Source: an optimization exercise on an open RTL-to-GDS flow (aim: small area and a short achievable clock period). Production flows keep margins and buffers that such runs may drop. Only simulation tests tie the RTL to the original design; equivalence was not proved.

==> inputs of run a <==
==> flow/design.v <==
package melody_pkg;
  localparam int US_PER_MS = 1000;
endpackage
module tone_gen #(
  parameter int HP_W = 12
) (
  input  logic            clk,
  input  logic            reset,
  input  logic            run,
  input  logic            tick,
  input  logic            play_nxt,
  input  logic [HP_W-1:0] half_period,
  output logic            piezo
);
  logic [HP_W-1:0] cnt;
  logic [HP_W-1:0] inc;
  logic            wrap;
  assign inc = cnt + 1'b1;
  always_ff @(posedge clk) begin
    wrap <= inc == half_period;
    if (!run) cnt <= '0;
    else if (tick) cnt <= wrap ? '0 : inc;
  end
  always_ff @(posedge clk or posedge reset) begin
    if (reset) piezo <= 1'b0;
    else piezo <= play_nxt && half_period != '0 && (piezo ^ (tick && wrap));
  end
endmodule
module ring_pair #(
  parameter int W = 22
) (
  input  logic         clk,
  input  logic [W-1:0] prev,
  input  logic [W-1:0] wd,
  input  logic [W-1:0] pd,
  input  logic         keep,
  input  logic         new_w,
  input  logic         pend_w,
  output logic [W-1:0] q0,
  output logic [W-1:0] q1
);
  always_ff @(posedge clk) begin
    q0 <= ~((prev & {W{keep}}) | (wd & {W{new_w}}) | (pd & {W{pend_w}}));
    q1 <= q0;
  end
endmodule
module melody_player #(
  parameter int DIV_US = 4,
  parameter int HP_W = 12,
  parameter int DUR_W = 10,
  parameter int DEPTH = 64
) (
  input  logic                      clk,
  input  logic                      reset,
  input  logic                      start,
  input  logic                      stop,
  input  logic                      loop_en,
  input  logic [$clog2(DEPTH):0]    seq_len,
  input  logic                      wr_en,
  input  logic [$clog2(DEPTH)-1:0]  wr_addr,
  input  logic [HP_W+DUR_W-1:0]     wr_data,
  output logic                      piezo,
  output logic                      busy,
  output logic [$clog2(DEPTH)-1:0]  note_idx,
  output logic                      done
);
  localparam int AW = $clog2(DEPTH);
  localparam int DW = HP_W + DUR_W;
  localparam int MS = melody_pkg::US_PER_MS;
  localparam int MW = $clog2(MS);
  localparam int NP = DEPTH / 2;
  localparam int NH = NP / 8;
  logic [DEPTH-1:0][DW-1:0] ring;
  logic [AW-1:0] tap, row_in, w1_row, prow_nxt, nxt_idx;
  logic          w1_v;
  logic [DW-1:0] w1_data, pdata;
  logic [NH-1:0] n_hi, p_hi;
  logic [7:0]    n_lo, p_lo;
  logic          p_set;
  logic [NP-1:0] sel_new, sel_pend, sel_keep;
  logic [DW-1:0] p0, pn, rdata, at_tap;
  logic          tap_ok, hit0, hitn;
  assign row_in = wr_addr - tap + 1'b1;
  assign prow_nxt = w1_row + 1'b1;
  assign p_set = w1_v && w1_row[0] && !(wr_en && row_in == prow_nxt);
  assign nxt_idx = note_idx + 1'b1;
  assign tap_ok = !(p_hi[0] && p_lo[0]) && !(n_hi[0] && n_lo[0]);
  assign at_tap = ~ring[DEPTH-1];
  always_comb begin
    for (int m = 0; m < NP; m++) begin
      sel_new[m]  = n_hi[m / 8] && n_lo[m % 8];
      sel_pend[m] = p_hi[m / 8] && p_lo[m % 8];
      sel_keep[m] = !(sel_new[m] || sel_pend[m]);
    end
  end
  always_ff @(posedge clk) begin
    tap <= tap - 1'b1;
    w1_v <= wr_en;
    w1_row <= row_in;
    w1_data <= wr_data;
    for (int i = 0; i < NH; i++) n_hi[i] <= wr_en && !row_in[0] && row_in[AW-1:4] == 2'(i);
    for (int i = 0; i < 8; i++) n_lo[i] <= row_in[3:1] == 3'(i);
    for (int i = 0; i < NH; i++) p_hi[i] <= p_set && prow_nxt[AW-1:4] == 2'(i);
    for (int i = 0; i < 8; i++) p_lo[i] <= prow_nxt[3:1] == 3'(i);
    pdata <= w1_data;
    hit0 <= tap == AW'(1);
    hitn <= tap - 1'b1 == nxt_idx;
    if (wr_en && wr_addr == '0) p0 <= wr_data;
    else if (hit0 && tap_ok) p0 <= at_tap;
    if (wr_en && wr_addr == nxt_idx) pn <= wr_data;
    else if (hitn && tap_ok) pn <= at_tap;
  end
  assign rdata = note_idx == '0 ? p0 : pn;
  for (genvar m = 0; m < NP; m++) begin : g_pair
    ring_pair #(.W(DW)) u_pair (
      .clk(clk),
      .prev(ring[(2*m + DEPTH - 1) % DEPTH]),
      .wd(m % 2 == 1 ? w1_data : ~w1_data),
      .pd(m % 2 == 1 ? pdata : ~pdata),
      .keep(sel_keep[m]),
      .new_w(sel_new[m]),
      .pend_w(sel_pend[m]),
      .q0(ring[2*m]),
      .q1(ring[2*m+1])
    );
  end
  logic load_s, play_s, done_s;
  logic [1:0] us_cnt;
  logic [MW-1:0] ms_cnt;
  logic [DUR_W-1:0] dcnt;
  logic [HP_W-1:0] hp;
  logic [AW:0] len;
  logic last, end_r, ms_last;
  logic us_tick, ms_tick, play_end, play_nxt;
  logic [AW-1:0] lm1;
  assign done = done_s;
  assign us_tick = play_s && us_cnt == 2'(DIV_US - 1);
  assign ms_tick = us_tick && ms_last;
  assign play_end = play_s && end_r;
  assign play_nxt = !stop && (load_s || (play_s && !end_r));
  assign lm1 = len > (AW+1)'(DEPTH) ? AW'(DEPTH - 1) : AW'(len - 1'b1);
  always_ff @(posedge clk or posedge reset) begin
    if (reset) begin
      busy <= 1'b0;
      load_s <= 1'b0;
      play_s <= 1'b0;
      done_s <= 1'b0;
      note_idx <= '0;
    end else begin
      busy   <= !stop && (busy ? !done_s : start);
      load_s <= !stop && ((!busy && start) || (play_end && (!last || loop_en)));
      play_s <= play_nxt;
      done_s <= !stop && play_end && last && !loop_en;
      if (stop || done_s || !busy) note_idx <= '0;
      else if (play_end) begin
        if (!last) note_idx <= note_idx + 1'b1;
        else if (loop_en) note_idx <= '0;
      end
    end
  end
  always_ff @(posedge clk) begin
    if (!busy) len <= seq_len;
    last <= note_idx == lm1;
    us_cnt <= play_s ? us_cnt + 1'b1 : 2'd0;
    ms_last <= ms_cnt == MW'(MS - 1);
    if (!play_s || ms_tick) ms_cnt <= '0;
    else if (us_tick) ms_cnt <= ms_cnt + 1'b1;
    end_r <= play_s && us_cnt == 2'(DIV_US - 2) && ms_last && dcnt[DUR_W-1:1] == '0;
    if (load_s) begin
      hp <= rdata[DW-1:DUR_W];
      dcnt <= rdata[DUR_W-1:0];
    end else if (ms_tick) dcnt <= dcnt - 1'b1;
  end
  tone_gen #(.HP_W(HP_W)) u_tone (
    .clk(clk),
    .reset(reset),
    .run(play_s),
    .tick(us_tick),
    .play_nxt(play_nxt),
    .half_period(hp),
    .piezo(piezo)
  );
endmodule
==> flow/run.sh <==
#!/bin/bash
# synth_recipe.tcl (not shown) runs the flow's synth.tcl, then flattens the netlist and writes it again
# the make line also repeats each setting of config.mk as NAME=value (left out here)
make -C /OpenROAD-flow-scripts/flow DESIGN_CONFIG=/design/flow/config.mk WORK_HOME=/design/flow/orfs CLKGATE_MAP_FILE= SYNTH_SCRIPT=/design/flow/synth_recipe.tcl finish
==> flow/config.mk <==
export PLATFORM = sky130hd
export DESIGN_NAME = melody_player
export DESIGN_NICKNAME = melody_player
export VERILOG_FILES = /design/flow/design.v
export SDC_FILE = /design/flow/constraint.sdc
export NUM_CORES = 4
export LEC_CHECK = 0
export ABC_AREA = 0
export CAP_MARGIN = 20
export CORE_MARGIN = 2
export CORE_UTILIZATION = 70
export CTS_CLUSTER_DIAMETER = 80
export CTS_CLUSTER_SIZE = 24
export SETUP_SLACK_MARGIN = 2.2
export SLEW_MARGIN = 20
export SYNTH_HIERARCHICAL = 1
export SYNTH_MINIMUM_KEEP_SIZE = 0
==> flow/constraint.sdc <==
create_clock -name core_clock -period 4.2 [get_ports {clk}]
set_input_delay 0.8400 -clock core_clock [delete_from_list [all_inputs] [get_ports {clk}]]
set_output_delay 0.8400 -clock core_clock [all_outputs]
set_load 0.01 [all_outputs]
==> inputs of run b, as changes to run a <==
==> flow/design.v (replaced) <==
package melody_pkg;
  localparam int US_PER_MS = 1000;
endpackage
module tone_gen #(
  parameter int HP_W = 12
) (
  input  logic            clk,
  input  logic            reset,
  input  logic            run,
  input  logic            tick,
  input  logic            play_nxt,
  input  logic [HP_W-1:0] half_period,
  output logic            piezo
);
  logic [HP_W-1:0] cnt;
  logic [HP_W-1:0] inc;
  logic            wrap;
  assign inc  = cnt + 1'b1;
  assign wrap = inc == half_period;
  always_ff @(posedge clk) begin
    if (!run) cnt <= '0;
    else if (tick) cnt <= wrap ? '0 : inc;
  end
  always_ff @(posedge clk or posedge reset) begin
    if (reset) piezo <= 1'b0;
    else piezo <= play_nxt && half_period != '0 && (piezo ^ (tick && wrap));
  end
endmodule
module melody_player #(
  parameter int DIV_US = 4,
  parameter int HP_W = 12,
  parameter int DUR_W = 10,
  parameter int DEPTH = 64
) (
  input  logic                      clk,
  input  logic                      reset,
  input  logic                      start,
  input  logic                      stop,
  input  logic                      loop_en,
  input  logic [$clog2(DEPTH):0]    seq_len,
  input  logic                      wr_en,
  input  logic [$clog2(DEPTH)-1:0]  wr_addr,
  input  logic [HP_W+DUR_W-1:0]     wr_data,
  output logic                      piezo,
  output logic                      busy,
  output logic [$clog2(DEPTH)-1:0]  note_idx,
  output logic                      done
);
  localparam int AW = $clog2(DEPTH);
  localparam int DW = HP_W + DUR_W;
  localparam int MS = melody_pkg::US_PER_MS;
  localparam int MW = $clog2(MS);
  logic [DW-1:0] mem [DEPTH];
  always_ff @(posedge clk) begin
    if (wr_en) mem[wr_addr] <= wr_data;
  end
  logic [DEPTH-1:0] rsel;
  logic [DW-1:0] rdata;
  always_comb begin
    rsel = '0;
    rsel[note_idx] = 1'b1;
    rdata = '0;
    for (int i = 0; i < DEPTH; i++) rdata = rdata | (mem[i] & {DW{rsel[i]}});
  end
  logic load_s, play_s, done_s;
  logic [1:0] us_cnt;
  logic [MW-1:0] ms_cnt;
  logic [DUR_W-1:0] dcnt;
  logic [HP_W-1:0] hp;
  logic [AW:0] len;
  logic last, end_r;
  logic us_tick, ms_tick, play_end, play_nxt;
  logic [AW-1:0] lm1;
  assign done = done_s;
  assign us_tick = play_s && us_cnt == 2'(DIV_US - 1);
  assign ms_tick = us_tick && ms_cnt == MW'(MS - 1);
  assign play_end = play_s && end_r;
  assign play_nxt = !stop && (load_s || (play_s && !end_r));
  assign lm1 = len > (AW+1)'(DEPTH) ? AW'(DEPTH - 1) : AW'(len - 1'b1);
  always_ff @(posedge clk or posedge reset) begin
    if (reset) begin
      busy <= 1'b0;
      load_s <= 1'b0;
      play_s <= 1'b0;
      done_s <= 1'b0;
      note_idx <= '0;
    end else begin
      busy   <= !stop && (busy ? !done_s : start);
      load_s <= !stop && ((!busy && start) || (play_end && (!last || loop_en)));
      play_s <= play_nxt;
      done_s <= !stop && play_end && last && !loop_en;
      if (stop || done_s || !busy) note_idx <= '0;
      else if (play_end) begin
        if (!last) note_idx <= note_idx + 1'b1;
        else if (loop_en) note_idx <= '0;
      end
    end
  end
  always_ff @(posedge clk) begin
    if (!busy) len <= seq_len;
    last <= note_idx == lm1;
    us_cnt <= play_s ? us_cnt + 1'b1 : 2'd0;
    if (!play_s || ms_tick) ms_cnt <= '0;
    else if (us_tick) ms_cnt <= ms_cnt + 1'b1;
    end_r <= play_s && us_cnt == 2'(DIV_US - 2) && ms_cnt == MW'(MS - 1) && dcnt[DUR_W-1:1] == '0;
    if (load_s) begin
      hp <= rdata[DW-1:DUR_W];
      dcnt <= rdata[DUR_W-1:0];
    end else if (ms_tick) dcnt <= dcnt - 1'b1;
  end
  tone_gen #(.HP_W(HP_W)) u_tone (
    .clk(clk),
    .reset(reset),
    .run(play_s),
    .tick(us_tick),
    .play_nxt(play_nxt),
    .half_period(hp),
    .piezo(piezo)
  );
endmodule
==> flow/config.mk (replaced) <==
export PLATFORM = sky130hd
export DESIGN_NAME = melody_player
export DESIGN_NICKNAME = melody_player
export VERILOG_FILES = /design/flow/design.v
export SDC_FILE = /design/flow/constraint.sdc
export NUM_CORES = 4
export LEC_CHECK = 0
export CAP_MARGIN = 20
export CORE_MARGIN = 2
export CORE_UTILIZATION = 40
export SLEW_MARGIN = 20
==> qor summary <==
                                                                                  run b                     run a
Fraction of layout instances using a drive strength above 1                       0.195                     0.124
Yosys cell types                                                                     92                        60
Number of synthesized register bits                                               1,474                     1,603
Layout Cell Area excl Fill                                                  66,400 um^2               49,900 um^2
Most frequently used cell type in the post-synthesis netlist  sky130_fd_sc_hd__edfxtp_1  sky130_fd_sc_hd__dfxtp_1
Initial antenna violation count                                                       7                         1
Leading area contributor after synthesis                      sky130_fd_sc_hd__edfxtp_1  sky130_fd_sc_hd__dfxtp_1
Hold Startpoint                                                             wr_data[14]    g_pair[0].u_pair.q0[4]
Top-area cell type share of the netlist area                                      0.768                     0.663
Area of combinational cells with multiple inputs                            12,000 um^2               11,400 um^2
Most used DFF post-synth                                      sky130_fd_sc_hd__edfxtp_1  sky130_fd_sc_hd__dfxtp_1
Simple-gate portion of the synthesized area                                      0.0664                    0.0357
Result of the run                                              finished with violations  timing/DRC/antenna clean
Reasons for failing layout checks                                  negative setup slack                         -
Worst-path cell with the longest stage delay                     sky130_fd_sc_hd__or4_1     sky130_fd_sc_hd__fa_2

==> port drivers added, routing unchanged <==
The results above use ideal ports. As a check the final layouts listed here were re-extracted and re-timed, cells and wires unchanged. Step 1 assumes that a clkbuf_16 drives the clock port and a buf_2 every other input. Step 2, shift: input delay + t, output delay - t, t = (earliest + latest rising clock arrival at the registers) / 2. This alone moves slack from input paths to output paths. Slacks: ideal ports / drivers / drivers and shift; pairs: ideal ports / drivers.
| run | t, ns | setup slack, ns | worst setup path after step 2 | latest minus earliest clock arrival (ns) | cell pins on the clock port's net |
|---|---|---|---|---|---|
| run a | 0.702 | 1.943 / 1.946 / 1.282 | input to register | 0.031 / 0.031 | 1 |
| run b | 0.850 | -0.028 / -0.028 / -0.028 | register to register | 0.039 / 0.038 | 1 |
For run a, which loses most, drivers alone change the setup slack by +0.003 ns; drivers and shift together by -0.661 ns.
